What follows belongs to an exercise in optimizing a design on an open flow for small area; a production flow would make more cautious choices.
The RTL was checked by simulation tests, not by an equivalence proof against the original design.
No activity file was given, so power comes from the tool's default toggle rates.

run 1:
==> flow/design.v (excerpt) <==
module mem_gate_top (
  input  wire               clk,
  input  wire               rst,
  input  logic [163:0]      req_i,          
  output logic [163:0]      req_o,          
  input  logic [73:0]       resp_i,         
  output logic [73:0]       resp_o,         
  input  logic              attr_we_i,      
  input  logic [mem_gate_pkg::PAGE_W-1:0] attr_page_i,
  input  logic [28:0]       attr_i          
);
Size in the first run: about 5700 cells after synthesis, about 510 I/O pins.
export LEC_CHECK = 0
export CAP_MARGIN = 20
export CORE_MARGIN = 2
export CORE_UTILIZATION = 50
export PLACE_DENSITY = 0.7
export SLEW_MARGIN = 20
create_clock -name core_clock -period 5.0 [get_ports {clk}]
standard.sh (not shown) runs the stock make flow with config.mk's settings and CLKGATE_MAP_FILE= SYNTH_SCRIPT=/design/flow/synth_recipe.tcl, a recipe that flattens the netlist after the stock synthesis.
==> flow/flow/run.sh <==
#!/bin/bash
set -euo pipefail
export BUFFER_PORTS_ARGS="-buffer_cell sky130_fd_sc_hd__buf_1"
export CTS_ARGS="-sink_clustering_enable -repair_clock_nets -dont_use_dummy_load -sink_clustering_size 32 -sink_clustering_max_diameter 72 -buf_list {sky130_fd_sc_hd__clkbuf_16}"
bash standard.sh > standard.log 2>&1
Run 1 finished all stages; the layout is clean.
Edits applied to the flow inputs when going from run 1 to run 2:
==> flow/flow/run.sh <==
#!/bin/bash
set -euo pipefail
export BUFFER_PORTS_ARGS="-buffer_cell sky130_fd_sc_hd__buf_1"
export CTS_ARGS="-sink_clustering_enable -repair_clock_nets -dont_use_dummy_load -sink_clustering_size 28 -sink_clustering_max_diameter 60 -buf_list {sky130_fd_sc_hd__clkbuf_16}"
bash standard.sh > standard.log 2>&1
==> notes.md <==
- Delta(switching share of power, run 2 - run 1) < 0
- Comparing run 2 with run 1, the vias after detailed routing came out essentially unchanged.
- Changes observed in run 2 relative to run 1: layout filler cell count shrank by 0.52%; overall power of the completed layout grew by 1.2 mW.
Modified inputs, run 3 compared to run 2
==> flow/flow/run.sh <==
#!/bin/bash
set -euo pipefail
export BUFFER_PORTS_ARGS="-buffer_cell sky130_fd_sc_hd__buf_1"
export CTS_ARGS="-sink_clustering_enable -repair_clock_nets -dont_use_dummy_load -sink_clustering_size 18 -sink_clustering_max_diameter 45 -sink_clustering_buffer sky130_fd_sc_hd__clkbuf_8 -buf_list {sky130_fd_sc_hd__clkbuf_8 sky130_fd_sc_hd__clkbuf_16}"
bash standard.sh > standard.log 2>&1
-- flow/config.mk --
<<< run 2, line 10
export CORE_UTILIZATION = 50
export PLACE_DENSITY = 0.7
>>> run 3, line 10
export CORE_UTILIZATION = 56
export PLACE_DENSITY = 0.74
==> notes.md <==
Summary of run 3 over run 2: fraction of area in registers has increased; instance area at placement now sits at about the same level. Run 3 -> run 2: CTS H-tree depth delta 0, exact match. Delta (run 3 minus run 2): fill cell instance count of the final layout now sits lower, overall die area now sits lower, final period demand of the worst path now sits lower.
For run 4, these inputs were changed with respect to run 3:
==> flow/flow/run.sh <==
#!/bin/bash
set -euo pipefail
export BUFFER_PORTS_ARGS="-buffer_cell sky130_fd_sc_hd__buf_1"
export CTS_ARGS="-sink_clustering_enable -repair_clock_nets -dont_use_dummy_load -sink_clustering_size 28 -sink_clustering_max_diameter 60 -buf_list {sky130_fd_sc_hd__clkbuf_16}"
bash standard.sh > standard.log 2>&1
-- flow/config.mk --
<<< run 3, line 10
export CORE_UTILIZATION = 56
export PLACE_DENSITY = 0.74
>>> run 4, line 10
export CORE_UTILIZATION = 40
export PLACE_DENSITY = 0.6
## What came out
Delta (run 4 minus run 3): share of total power in the clock network shows an increase of 2.8 points; final wirelength rose about 8%.
Run 4 ended up with a lower aggregate global-route resource usage than run 3 did.
Relative to run 3, the via count measured on run 4 has decreased slightly.
Total power: run 4 above run 3
Run 3 ended up with u_table.rd_attr_o[24] as its first element of the critical path; run 4 ended up with u_gate.resp_q[67].
Taking run 3 as 1.0, run 4 lands at 1.18 on count of standard-cell rows.
Power per cell area, run 4 and run 3, higher one = run 4.

---

Setup of 07-17:
mem_gate_top again, from the RTL that the note above started with.
==> flow/config.mk <==
export PLATFORM = sky130hd
export DESIGN_NAME = mem_gate_top
export DESIGN_NICKNAME = mem_gate_top
export VERILOG_FILES = /design/flow/design.v
export SDC_FILE = /design/flow/constraint.sdc
export NUM_CORES = 4
export LEC_CHECK = 0
export CAP_MARGIN = 20
export CORE_MARGIN = 2
export CORE_UTILIZATION = 50
export PLACE_DENSITY = 0.7
export SLEW_MARGIN = 20
==> flow/constraint.sdc <==
create_clock -name core_clock -period 5.0 [get_ports {clk}]
set_input_delay 1.0000 -clock core_clock [delete_from_list [all_inputs] [get_ports {clk}]]
set_output_delay 1.0000 -clock core_clock [all_outputs]
set_load 0.01 [all_outputs]
==> flow/flow/run.sh <==
#!/bin/bash
set -euo pipefail
export BUFFER_PORTS_ARGS="-buffer_cell sky130_fd_sc_hd__buf_1"
export CTS_ARGS="-sink_clustering_enable -repair_clock_nets -dont_use_dummy_load -sink_clustering_size 18 -sink_clustering_max_diameter 45 -sink_clustering_buffer sky130_fd_sc_hd__clkbuf_8 -buf_list {sky130_fd_sc_hd__clkbuf_8 sky130_fd_sc_hd__clkbuf_16}"
bash standard.sh > standard.log 2>&1
07-17: done, clean on timing, DRC and antenna
Relative to 07-17, the following input files were edited for 05-09:
Settings: a change of CAP_MARGIN from 20 to 10; a change of SLEW_MARGIN from 20 to 10; a change of CORE_UTILIZATION from 50 to 40; a change of PLACE_DENSITY from 0.7 to 0.6.
==> flow/flow/run.sh <==
#!/bin/bash
set -euo pipefail
export BUFFER_PORTS_ARGS="-buffer_cell sky130_fd_sc_hd__buf_1"
export CTS_ARGS="-sink_clustering_enable -repair_clock_nets -dont_use_dummy_load -sink_clustering_size 28 -sink_clustering_max_diameter 60 -buf_list {sky130_fd_sc_hd__clkbuf_16}"
bash standard.sh > standard.log 2>&1
### Flow results
- [05-09] maximum vdd drop rose 50% relative to 07-17
- Library cell contributing the largest single delay on the critical path = sky130_fd_sc_hd__and4b_1: 05-09; library cell contributing the largest single delay on the critical path = sky130_fd_sc_hd__dfxtp_1: 07-17
- 05-09: complete, dirty (max-slew violations)
- On delay contributed by the slowest stage of the critical path, the higher figure sits with 05-09, not 07-17.
- When 05-09 is set beside 07-17, its slack of the critical path turns out to be 0.11 ns larger.
- Between 05-09 and 07-17, it is 05-09 whose post-route total power is higher, by 3.3%.

==> re-timing with driven ports <==
How much do the figures lean on ideal ports? The routed layouts below were timed once more, with nothing changed but the port constraints.
Step 1 (the two cells are an assumption about what drives the block):
set clk [get_ports {clk}]
set_driving_cell -lib_cell sky130_fd_sc_hd__clkbuf_16 $clk
set_driving_cell -lib_cell sky130_fd_sc_hd__buf_2 [delete_from_list [all_inputs] $clk]
Step 2 times the ports against the registers' clock, not the clock port: input delays grow and output delays shrink by t, the midpoint of the rising clock arrivals with the driver on.
Three values: no drivers, after step 1, after step 2; two values: the first two.
run | shift t [ns] | setup slack, ns | slew at the worst register clock pin (ns) | worst data-port slew with drivers (ns)
run 1 | 0.891 | 0.785 / 0.785 / 0.285 | 0.12 / 0.12 | 0.13
run 2 | 0.900 | 0.739 / 0.739 / 0.363 | 0.11 / 0.11 | 0.13
run 3 | 0.899 | 0.849 / 0.849 / 0.347 | 0.11 / 0.11 | 0.10
run 4 | 0.935 | 0.798 / 0.798 / 0.186 | 0.11 / 0.11 | 0.19
07-17 | 0.889 | 0.750 / 0.750 / 0.243 | 0.11 / 0.11 | 0.13
05-09 | 0.923 | 0.856 / 0.856 / 0.243 | 0.11 / 0.11 | 0.18
The setup slack of 05-09, which loses most, moves by 0.000 ns with the drivers and by -0.613 ns with both steps.
